This is an optimization exercise on Yosys and OpenROAD, whose aim is small area, a short achievable clock period and few clock cycles per item, not a production implementation. The RTL was checked by simulation tests, not by an equivalence proof against the original design. No activity file was given, so power comes from the tool's default toggle rates.

== run 1 ==
==> flow/design.v (excerpt) <==
module matvec3 (
    input  logic                     clk,
    input  logic                     reset,
    input  logic                     input_valid,
    output logic                     input_ready,
    input  matvec_dims_pkg::sample_t input_data,
    output logic                     output_valid,
    input  logic                     output_ready,
    output matvec_dims_pkg::acc_t    output_data
);
==> flow/config.mk <==
export PLATFORM = sky130hd
export DESIGN_NAME = matvec3
export DESIGN_NICKNAME = matvec3
export VERILOG_FILES = /design/flow/design.v
export SDC_FILE = /design/flow/constraint.sdc
export NUM_CORES = 4
export LEC_CHECK = 0
export ABC_CLOCK_PERIOD_IN_PS = 3000
export CAP_MARGIN = 20
export CORE_MARGIN = 2
export CORE_UTILIZATION = 40
export SLEW_MARGIN = 20
==> flow/constraint.sdc <==
create_clock -name core_clock -period 8.5 [get_ports {clk}]
set_input_delay 1.7000 -clock core_clock [delete_from_list [all_inputs] [get_ports {clk}]]
set_output_delay 1.7000 -clock core_clock [all_outputs]
set_load 0.01 [all_outputs]
run.sh (not shown) runs the stock make flow with config.mk's settings and CLKGATE_MAP_FILE= SYNTH_SCRIPT=/design/flow/synth_recipe.tcl, a recipe that flattens the netlist after the stock synthesis.
Testbench counts of run 1, summed over its fixed seeds: cycles 4,696, jobs 384.
--- input diff run 1..run 2 ---
- a deleted ABC_CLOCK_PERIOD_IN_PS that had been 3000
## What came out
- From run 2 to run 1, sequential portion of the cell area did not move at all.
- As far as total DRC errors in the routed layout goes, run 1 and run 2 are indistinguishable; the numbers are identical.
- As far as number of ports placed on the die boundary goes, run 1 and run 2 are indistinguishable; the numbers are identical.
- Fraction of layout cells with a size suffix above 1: run 1 vs run 2 identical
- Per the comparison of run 2 with run 1, post-route clock period utilization shows no meaningful change, area fraction in and, or, nand and nor cells after synthesis stayed essentially flat, first-pass GRT wire length flat, total stage count of the critical path barely changed.
- The clock power of run 2 and that of run 1 are within noise of each other.
- From run 2 to run 1, via count did not move at all.
- Re worst hold slack: no difference whatsoever between run 1 and run 2.
> inputs changed (run 2 -> run 3)
- SETUP_SLACK_MARGIN newly set to 5
Notes after the runs:
| total sequential power | run 3 vs run 2 | ≈ equal |
Diff run 2 -> run 3: combinational power comparable, met3 routing resource usage after global routing was more or less identical.
Diff run 3..run 2 | buffering stage count on the worst path with inverters included | unchanged
When run 3 is measured against run 2, its setup slack of the critical path after layout turns out 0.30 ns higher.
From run 2 to run 3 the numbers moved as follows: total power stayed essentially flat; non-clock buffer count rose by 3; wire length after detailed routing rose by 0.32%.

---

## P
Another version of the RTL of matvec3 (not shown whole).
Size: about 1,400 cells after synthesis, roughly 48 I/O pins, roughly 15,000 um2 of cells after synthesis.
==> flow/config.mk <==
export PLATFORM = sky130hd
export DESIGN_NAME = matvec3
export DESIGN_NICKNAME = matvec3
export VERILOG_FILES = /design/flow/design.v
export SDC_FILE = /design/flow/constraint.sdc
export NUM_CORES = 4
export LEC_CHECK = 0
export CAP_MARGIN = 20
export CORE_MARGIN = 2
export CORE_UTILIZATION = 40
export CTS_BUF_LIST = sky130_fd_sc_hd__clkbuf_8
export CTS_CLUSTER_DIAMETER = 50
export CTS_CLUSTER_SIZE = 16
export SETUP_SLACK_MARGIN = 5
export SLEW_MARGIN = 20
==> flow/constraint.sdc <==
create_clock -name core_clock -period 8.5 [get_ports {clk}]
set_input_delay 1.7000 -clock core_clock [delete_from_list [all_inputs] [get_ports {clk}]]
set_output_delay 1.7000 -clock core_clock [all_outputs]
set_load 0.01 [all_outputs]
standard.sh (not shown) runs the stock make flow with config.mk's settings and CLKGATE_MAP_FILE= SYNTH_SCRIPT=/design/flow/synth_recipe.tcl, a recipe that flattens the netlist after the stock synthesis.
==> flow/flow/run.sh <==
#!/bin/bash
# The standard layout, with plain buffers (not delay cells) on the ports and
# timing repair aimed below the clock period.
set -euo pipefail
bash standard.sh BUFFER_PORTS_ARGS="-buffer_cell sky130_fd_sc_hd__buf_2" SETUP_SLACK_MARGIN=5.5 finish > flow_make.log 2>&1
Testbench counts of P, summed over its fixed seeds: cycles 4,688, jobs 384.
Input-level comparison between Q and P:
==> flow/flow/run.sh <==
#!/bin/bash
# The standard layout, with plain buffers (not delay cells) on the ports and
# timing repair aimed below the clock period.
set -euo pipefail
bash standard.sh BUFFER_PORTS_ARGS="-buffer_cell sky130_fd_sc_hd__buf_2" SETUP_SLACK_MARGIN=5.4 finish > flow_make.log 2>&1
--- a/flow/config.mk
+++ b/flow/config.mk
@@ -7,5 +7,5 @@
 export LEC_CHECK = 0
-export CAP_MARGIN = 20
+export CAP_MARGIN = 10
 export CORE_MARGIN = 2
-export CORE_UTILIZATION = 40
+export CORE_UTILIZATION = 60
 export CTS_BUF_LIST = sky130_fd_sc_hd__clkbuf_8
@@ -14,2 +14,2 @@
 export SETUP_SLACK_MARGIN = 5
-export SLEW_MARGIN = 20
+export SLEW_MARGIN = 10
Notes after the runs:
Measured against each other, Q and P differ in largest net degree at the start of global routing, the lower figure coming from P. Of Q and P, P shows the higher number of buffers created by CTS, with Q below it. Of Q and P, the lower clock share of power belongs to Q. Summary of Q over P: clock network power consumption has decreased, wire length of the first global-routing pass has decreased, register share of total power has increased, number of signal-net buffers in the layout has decreased, via count has decreased. In the flow results for Q and P, the post-CTS setup buffer count is larger on P. Q against P: floorplan row count decreased 13; final routed wirelength across all metal layers saw a decrease.
Modified inputs, R compared to Q
==> flow/run.sh (new file) <==
#!/bin/bash
# synth_recipe.tcl (not shown) runs the flow's synth.tcl, then flattens the netlist and writes it again
# the make line also repeats each setting of config.mk as NAME=value (left out here)
make -C /OpenROAD-flow-scripts/flow DESIGN_CONFIG=/design/flow/config.mk WORK_HOME=/design/flow/orfs CLKGATE_MAP_FILE= SYNTH_SCRIPT=/design/flow/synth_recipe.tcl finish
--- a/flow/config.mk
+++ b/flow/config.mk
@@ -7,3 +7,3 @@
 export LEC_CHECK = 0
-export CAP_MARGIN = 10
+export CAP_MARGIN = 20
 export CORE_MARGIN = 2
@@ -14,2 +14,2 @@
 export SETUP_SLACK_MARGIN = 5
-export SLEW_MARGIN = 10
+export SLEW_MARGIN = 20
removed: flow/flow/run.sh
removed: flow/standard.sh
Notes after the runs:
Count of buffer and inverter cells on the critical path: R vs Q down 2
Overall via count from detail_route essentially unchanged between R and Q.
Summary of R over Q: overall global routing resource usage has remained practically unchanged, cell leakage power fell 0.11 nW, global-route wire length before repair dropped about 0.5%, shortest period the worst path allows up 360 ps.
R ended up with dfxtp_1 as its slowest cell on the critical path; Q ended up with fa_2.
Compared with Q, in R fraction of power consumed by combinational cells went up, sum of routed wire length over all layers went down.
[inputs] S vs R
==> flow/flow/run.sh (new file) <==
#!/bin/bash
# The standard layout, with plain buffers (not delay cells) on the ports.
set -euo pipefail
bash standard.sh BUFFER_PORTS_ARGS="-buffer_cell sky130_fd_sc_hd__buf_1" finish > flow_make.log 2>&1
==> flow/standard.sh (new file) <==
#!/bin/bash
# synth_recipe.tcl (not shown) runs the flow's synth.tcl, then flattens the netlist and writes it again
# the make line also repeats each setting of config.mk as NAME=value (left out here)
make -C /OpenROAD-flow-scripts/flow DESIGN_CONFIG=/design/flow/config.mk WORK_HOME=/design/flow/orfs CLKGATE_MAP_FILE= SYNTH_SCRIPT=/design/flow/synth_recipe.tcl "${@:-finish}"
--- a/flow/config.mk
+++ b/flow/config.mk
@@ -7,5 +7,5 @@
 export LEC_CHECK = 0
-export CAP_MARGIN = 20
+export CAP_MARGIN = 60
 export CORE_MARGIN = 2
-export CORE_UTILIZATION = 60
+export CORE_UTILIZATION = 40
 export CTS_BUF_LIST = sky130_fd_sc_hd__clkbuf_8
@@ -14,2 +14,2 @@
 export SETUP_SLACK_MARGIN = 5
-export SLEW_MARGIN = 20
+export SLEW_MARGIN = 60
removed: flow/run.sh
--- outcome ---
- The flow did not stop early for S: all stages ran, and the layout cleared the timing, design-rule and antenna checks.
- Summary — die area, S relative to R: higher, by about 50%.
- S vs R, worst setup slack after layout went up by 34 ps.
- Routed wire in S totals more than in R.
- Of R and S, the run reporting the lower critical path depth was R.
- As far as length of the first detailed-routing pass in iterations goes, R and S are indistinguishable; the numbers are identical.
- Via count normalized by instance count delta for S relative to R: about 7% lower

---

matvec3 again, from the RTL that the note above started with.
==> flow/design.v (excerpt) <==
module matvec3 (
    input  logic                     clk,
    input  logic                     reset,
    input  logic                     input_valid,
    output logic                     input_ready,
    input  matvec_dims_pkg::sample_t input_data,
    output logic                     output_valid,
    input  logic                     output_ready,
    output matvec_dims_pkg::acc_t    output_data
);
    typedef matvec_dims_pkg::sample_t sample_t;
    typedef matvec_dims_pkg::acc_t    acc_t;
    logic [3:0]  ph;
    sample_t     ring [0:11];
    logic [3:0]  lp;             
    logic        ahead;          
    logic [1:0]  cr, ck;         
    logic [3:0]  cp;             
    logic        due;            
    logic [2:0]  xv;             
    logic        ready_q;
    logic [6:0]  one_q, two_q, neg_q;    
    logic        m_v, m_first, m_last;
    acc_t        acc_s, acc_c;   
    acc_t        sum_s, sum_c;
    logic        acc_done;       
    acc_t        out_q;
    logic        out_v;
    logic        in_fire;
    logic        issue;
    logic        transfer;
    assign input_ready  = ready_q;
    assign output_valid = out_v;
    assign output_data  = out_q;
    assign in_fire  = input_valid && ready_q;
    assign transfer = acc_done && !out_v;
    assign issue = due && xv[ck] && ((ck != 2'd0) || !out_v);
    logic [3:0] ph_n;
    logic [1:0] cr_i, ck_i;
    logic [3:0] cp_i;
    logic       last_p;          
    logic [3:0] lp_inc;
    logic       due_i, due_ni;
    logic       rdy_f_i, rdy_f_ni, rdy_nf_i, rdy_nf_ni;
  ...
clock: 8.5 ns
lec_check: 0
cap_margin: 20
core_margin: 2
core_utilization: 40
setup_slack_margin: 5
slew_margin: 20
run.sh (not shown) runs the stock make flow with config.mk's settings and CLKGATE_MAP_FILE= SYNTH_SCRIPT=/design/flow/synth_recipe.tcl, a recipe that flattens the netlist after the stock synthesis.
Stock flow here: none of the scripts above is used.
The baseline finished clean.
Testbench counts at the start, summed over its fixed seeds: cycles 4,688, jobs 384.
Rerun with:
Settings changed: CORE_UTILIZATION 40 to 60, CTS_CLUSTER_SIZE set to 60.
Outcome: Setup slack improves by 51 ps; hold slack is better by 3.6 ps; critical path depth grows by 6; wire length drops by about 2.2%; final cell count shrinks by 7.8%.
Rerun with:
Settings changed: CORE_UTILIZATION 60 to 40, CTS_BUF_LIST set to sky130_fd_sc_hd__clkbuf_8, CTS_CLUSTER_DIAMETER set to 60, CTS_CLUSTER_SIZE 60 to 18.
Result: Synthesized cell count is unchanged; cell area went down by 2.1%; cell count went up by 7.6%; power went down by 18%; global-route usage went down by 7.5 points; first-iteration DRC count went down by 12%; core utilization went down by 24 points; worst setup slack loses 55 ps; critical path depth went up by 1.
Rerun with:
==> flow/flow/run.sh (new file) <==
#!/bin/bash
# The standard layout, with plain buffers (not delay cells) on the ports.
set -euo pipefail
bash standard.sh BUFFER_PORTS_ARGS="-buffer_cell sky130_fd_sc_hd__buf_4" finish > flow_make.log 2>&1
==> flow/standard.sh (new file) <==
#!/bin/bash
# synth_recipe.tcl (not shown) runs the flow's synth.tcl, then flattens the netlist and writes it again
# the make line also repeats each setting of config.mk as NAME=value (left out here)
make -C /OpenROAD-flow-scripts/flow DESIGN_CONFIG=/design/flow/config.mk WORK_HOME=/design/flow/orfs CLKGATE_MAP_FILE= SYNTH_SCRIPT=/design/flow/synth_recipe.tcl "${@:-finish}"
Settings changed: CTS_BUF_LIST sky130_fd_sc_hd__clkbuf_8 to unset, CTS_CLUSTER_DIAMETER 60 to unset, CTS_CLUSTER_SIZE 18 to unset.
removed: flow/run.sh
Worst setup slack gets better by 77 ps.
Non-clock buffer count does not change.
Design area goes up by a few percent.
Worst hold slack stays flat.
Rerun with:
==> flow/run.sh (new file) <==
#!/bin/bash
# synth_recipe.tcl (not shown) runs the flow's synth.tcl, then flattens the netlist and writes it again
# the make line also repeats each setting of config.mk as NAME=value (left out here)
make -C /OpenROAD-flow-scripts/flow DESIGN_CONFIG=/design/flow/config.mk WORK_HOME=/design/flow/orfs CLKGATE_MAP_FILE= SYNTH_SCRIPT=/design/flow/synth_recipe.tcl finish
Settings changed: CTS_BUF_LIST set to sky130_fd_sc_hd__clkbuf_8, CTS_CLUSTER_DIAMETER set to 50, CTS_CLUSTER_SIZE set to 16.
removed: flow/flow/run.sh
removed: flow/standard.sh
Synthesized cell count stays the same.
Routed wire length fell by 1.8%.
Via count is about the same.
Total power goes down by 17%.
Rerun with:
Settings changed: CTS_CLUSTER_DIAMETER 50 to 60, CTS_CLUSTER_SIZE 16 to 20.
What happened:
- The changed run finished with timing, DRC and antenna clean
- combinational power is about the same
- wire length went down by about 0.9%
- via count went down by about 1%
- design area went down by about 1.4%
- setup slack improves by 13 ps
- hold slack improves by 14 ps
- non-clock buffer count stays the same

---

matvec3 again, from the RTL that the note above started with.
## matvec3
module matvec3 (
    input  logic                     clk,
    input  logic                     reset,
    input  logic                     input_valid,
    output logic                     input_ready,
    input  matvec_dims_pkg::sample_t input_data,
    output logic                     output_valid,
    input  logic                     output_ready,
    output matvec_dims_pkg::acc_t    output_data
);
    typedef matvec_dims_pkg::sample_t sample_t;
    typedef matvec_dims_pkg::acc_t    acc_t;
    logic [3:0]  ph;
    sample_t     ring [0:11];
    logic [3:0]  lp;             
    logic        ahead;          
    logic [1:0]  cr, ck;         
    logic [3:0]  cp;             
    logic        due;            
    logic [2:0]  xv;             
    logic        ready_q;
    logic [6:0]  one_q, two_q, neg_q;    
    logic        m_v, m_first, m_last;
    acc_t        acc_s, acc_c;   
    acc_t        sum_s, sum_c;
    logic        acc_done;       
    acc_t        out_q;
    logic        out_v;
    logic        in_fire;
    logic        issue;
    logic        transfer;
    assign input_ready  = ready_q;
    assign output_valid = out_v;
    assign output_data  = out_q;
    assign in_fire  = input_valid && ready_q;
    assign transfer = acc_done && !out_v;
    assign issue = due && xv[ck] && ((ck != 2'd0) || !out_v);
    logic [3:0] ph_n;
  ...
export LEC_CHECK = 0
export CAP_MARGIN = 20
export CORE_MARGIN = 2
export CORE_UTILIZATION = 40
export CTS_BUF_LIST = sky130_fd_sc_hd__clkbuf_8
export CTS_CLUSTER_DIAMETER = 50
export CTS_CLUSTER_SIZE = 16
export SETUP_SLACK_MARGIN = 5
export SLEW_MARGIN = 20
create_clock -name core_clock -period 8.5 [get_ports {clk}]
standard.sh (not shown) runs the stock make flow with config.mk's settings and CLKGATE_MAP_FILE= SYNTH_SCRIPT=/design/flow/synth_recipe.tcl, a recipe that flattens the netlist after the stock synthesis.
==> flow/flow/run.sh <==
#!/bin/bash
# The standard layout, with plain buffers (not delay cells) on the ports.
set -euo pipefail
bash standard.sh BUFFER_PORTS_ARGS="-buffer_cell sky130_fd_sc_hd__buf_2" finish > flow_make.log 2>&1
Testbench counts at the start, summed over its fixed seeds: cycles 4,688, jobs 384.
==> next run, changes <==
==> flow/run.sh (new file) <==
#!/bin/bash
# synth_recipe.tcl (not shown) runs the flow's synth.tcl, then flattens the netlist and writes it again
# the make line also repeats each setting of config.mk as NAME=value (left out here)
make -C /OpenROAD-flow-scripts/flow DESIGN_CONFIG=/design/flow/config.mk WORK_HOME=/design/flow/orfs CLKGATE_MAP_FILE= SYNTH_SCRIPT=/design/flow/synth_recipe.tcl finish
--- a/flow/config.mk
+++ b/flow/config.mk
@@ -11,4 +11,3 @@
 export CTS_BUF_LIST = sky130_fd_sc_hd__clkbuf_8
-export CTS_CLUSTER_DIAMETER = 50
-export CTS_CLUSTER_SIZE = 16
+export CTS_CLUSTER_SIZE = 14
 export SETUP_SLACK_MARGIN = 5
removed: flow/flow/run.sh
removed: flow/standard.sh
Effect: Die area stays the same; register-to-register slack loses 0.05 ns; final area increases by 3.9%; via count increases by 1.3%; routed wire length increases by 0.86%; critical path depth decreases by 1; total power increases by 13%; fmax decreases by 1.4%; synthesized cell count is unchanged; sequential share of layout area decreases by 1.4 points; first-iteration DRC count decreases by 1.5%.
==> next run, changes <==
==> flow/flow/run.sh (new file) <==
#!/bin/bash
# The standard layout, with plain buffers (not delay cells) on the ports and
# timing repair aimed below the clock period.
set -euo pipefail
bash standard.sh BUFFER_PORTS_ARGS="-buffer_cell sky130_fd_sc_hd__buf_2" SETUP_SLACK_MARGIN=5.4 finish > flow_make.log 2>&1
==> flow/standard.sh (new file) <==
#!/bin/bash
# synth_recipe.tcl (not shown) runs the flow's synth.tcl, then flattens the netlist and writes it again
# the make line also repeats each setting of config.mk as NAME=value (left out here)
make -C /OpenROAD-flow-scripts/flow DESIGN_CONFIG=/design/flow/config.mk WORK_HOME=/design/flow/orfs CLKGATE_MAP_FILE= SYNTH_SCRIPT=/design/flow/synth_recipe.tcl "${@:-finish}"
--- a/flow/config.mk
+++ b/flow/config.mk
@@ -7,8 +7,9 @@
 export LEC_CHECK = 0
-export CAP_MARGIN = 20
+export CAP_MARGIN = 0
 export CORE_MARGIN = 2
-export CORE_UTILIZATION = 40
+export CORE_UTILIZATION = 60
 export CTS_BUF_LIST = sky130_fd_sc_hd__clkbuf_8
-export CTS_CLUSTER_SIZE = 14
+export CTS_CLUSTER_DIAMETER = 50
+export CTS_CLUSTER_SIZE = 16
 export SETUP_SLACK_MARGIN = 5
-export SLEW_MARGIN = 20
+export SLEW_MARGIN = 0
removed: flow/run.sh
Result:
- The changed run ran to the end with no violations
- via count fell by a few percent
- area after synthesis does not change
- non-clock buffer count rises by 7
- maximum frequency rose by roughly a tenth
==> next run, changes <==
==> flow/run.sh (new file) <==
#!/bin/bash
# synth_recipe.tcl (not shown) runs the flow's synth.tcl, then flattens the netlist and writes it again
# the make line also repeats each setting of config.mk as NAME=value (left out here)
make -C /OpenROAD-flow-scripts/flow DESIGN_CONFIG=/design/flow/config.mk WORK_HOME=/design/flow/orfs CLKGATE_MAP_FILE= SYNTH_SCRIPT=/design/flow/synth_recipe.tcl finish
==> flow/config.mk (replaced) <==
export PLATFORM = sky130hd
export DESIGN_NAME = matvec3
export DESIGN_NICKNAME = matvec3
export VERILOG_FILES = /design/flow/design.v
export SDC_FILE = /design/flow/constraint.sdc
export NUM_CORES = 4
export LEC_CHECK = 0
export CAP_MARGIN = 60
export CORE_MARGIN = 2
export CORE_UTILIZATION = 40
export SETUP_SLACK_MARGIN = 5
export SLEW_MARGIN = 60
removed: flow/flow/run.sh
removed: flow/standard.sh
What happened:
- fmax decreases by 12%
- worst setup slack degrades by 0.40 ns
- core utilization came out lower by 20 points
- final cell count goes up by 8.9%

afterwards: timing with drivers on the ports:
The flow's constraints put no driver on any port. The routed layouts listed below were extracted and timed again, unchanged, in two steps. Step 1 sets driving cells, clkbuf_16 on the clock port and buf_2 on the other inputs (assumed; they add their load-dependent delay and slew). Step 2 times the ports against the registers' clock, not the clock port: input delays grow and output delays shrink by t, the midpoint of the rising clock arrivals with the driver on. a / b / c = no drivers / after step 1 / after step 2; a / b = the first two.
run	shift t [ns]	slack for setup (ns)	pins driven straight from the clock port
run 1	0.568	4.840 / 4.840 / 4.840	1
run 2	0.568	4.840 / 4.840 / 4.840	1
run 3	0.564	5.142 / 5.124 / 5.035	1
P	0.587	5.511 / 5.511 / 5.401	1
Q	0.631	5.477 / 5.477 / 5.063	1
R	0.629	5.121 / 5.089 / 4.730	1
S	0.580	5.155 / 5.155 / 5.155	1
the first run of note 3	0.591	5.078 / 5.029 / 4.693	1
the second run of note 3	0.606	5.129 / 5.129 / 4.737	1
the third run of note 3	0.615	5.073 / 5.073 / 4.720	1
the fourth run of note 3	0.572	5.150 / 5.150 / 5.102	1
the fifth run of note 3	0.575	5.082 / 5.035 / 4.703	1
the sixth run of note 3	0.613	5.095 / 5.095 / 4.724	1
the first run of note 4	0.646	5.140 / 5.140 / 5.052	1
the second run of note 4	0.637	5.091 / 5.091 / 4.704	1
the third run of note 4	0.631	5.477 / 5.477 / 5.063	1
the fourth run of note 4	0.601	5.073 / 5.022 / 5.161	1
After both steps every run listed still meets setup and hold.
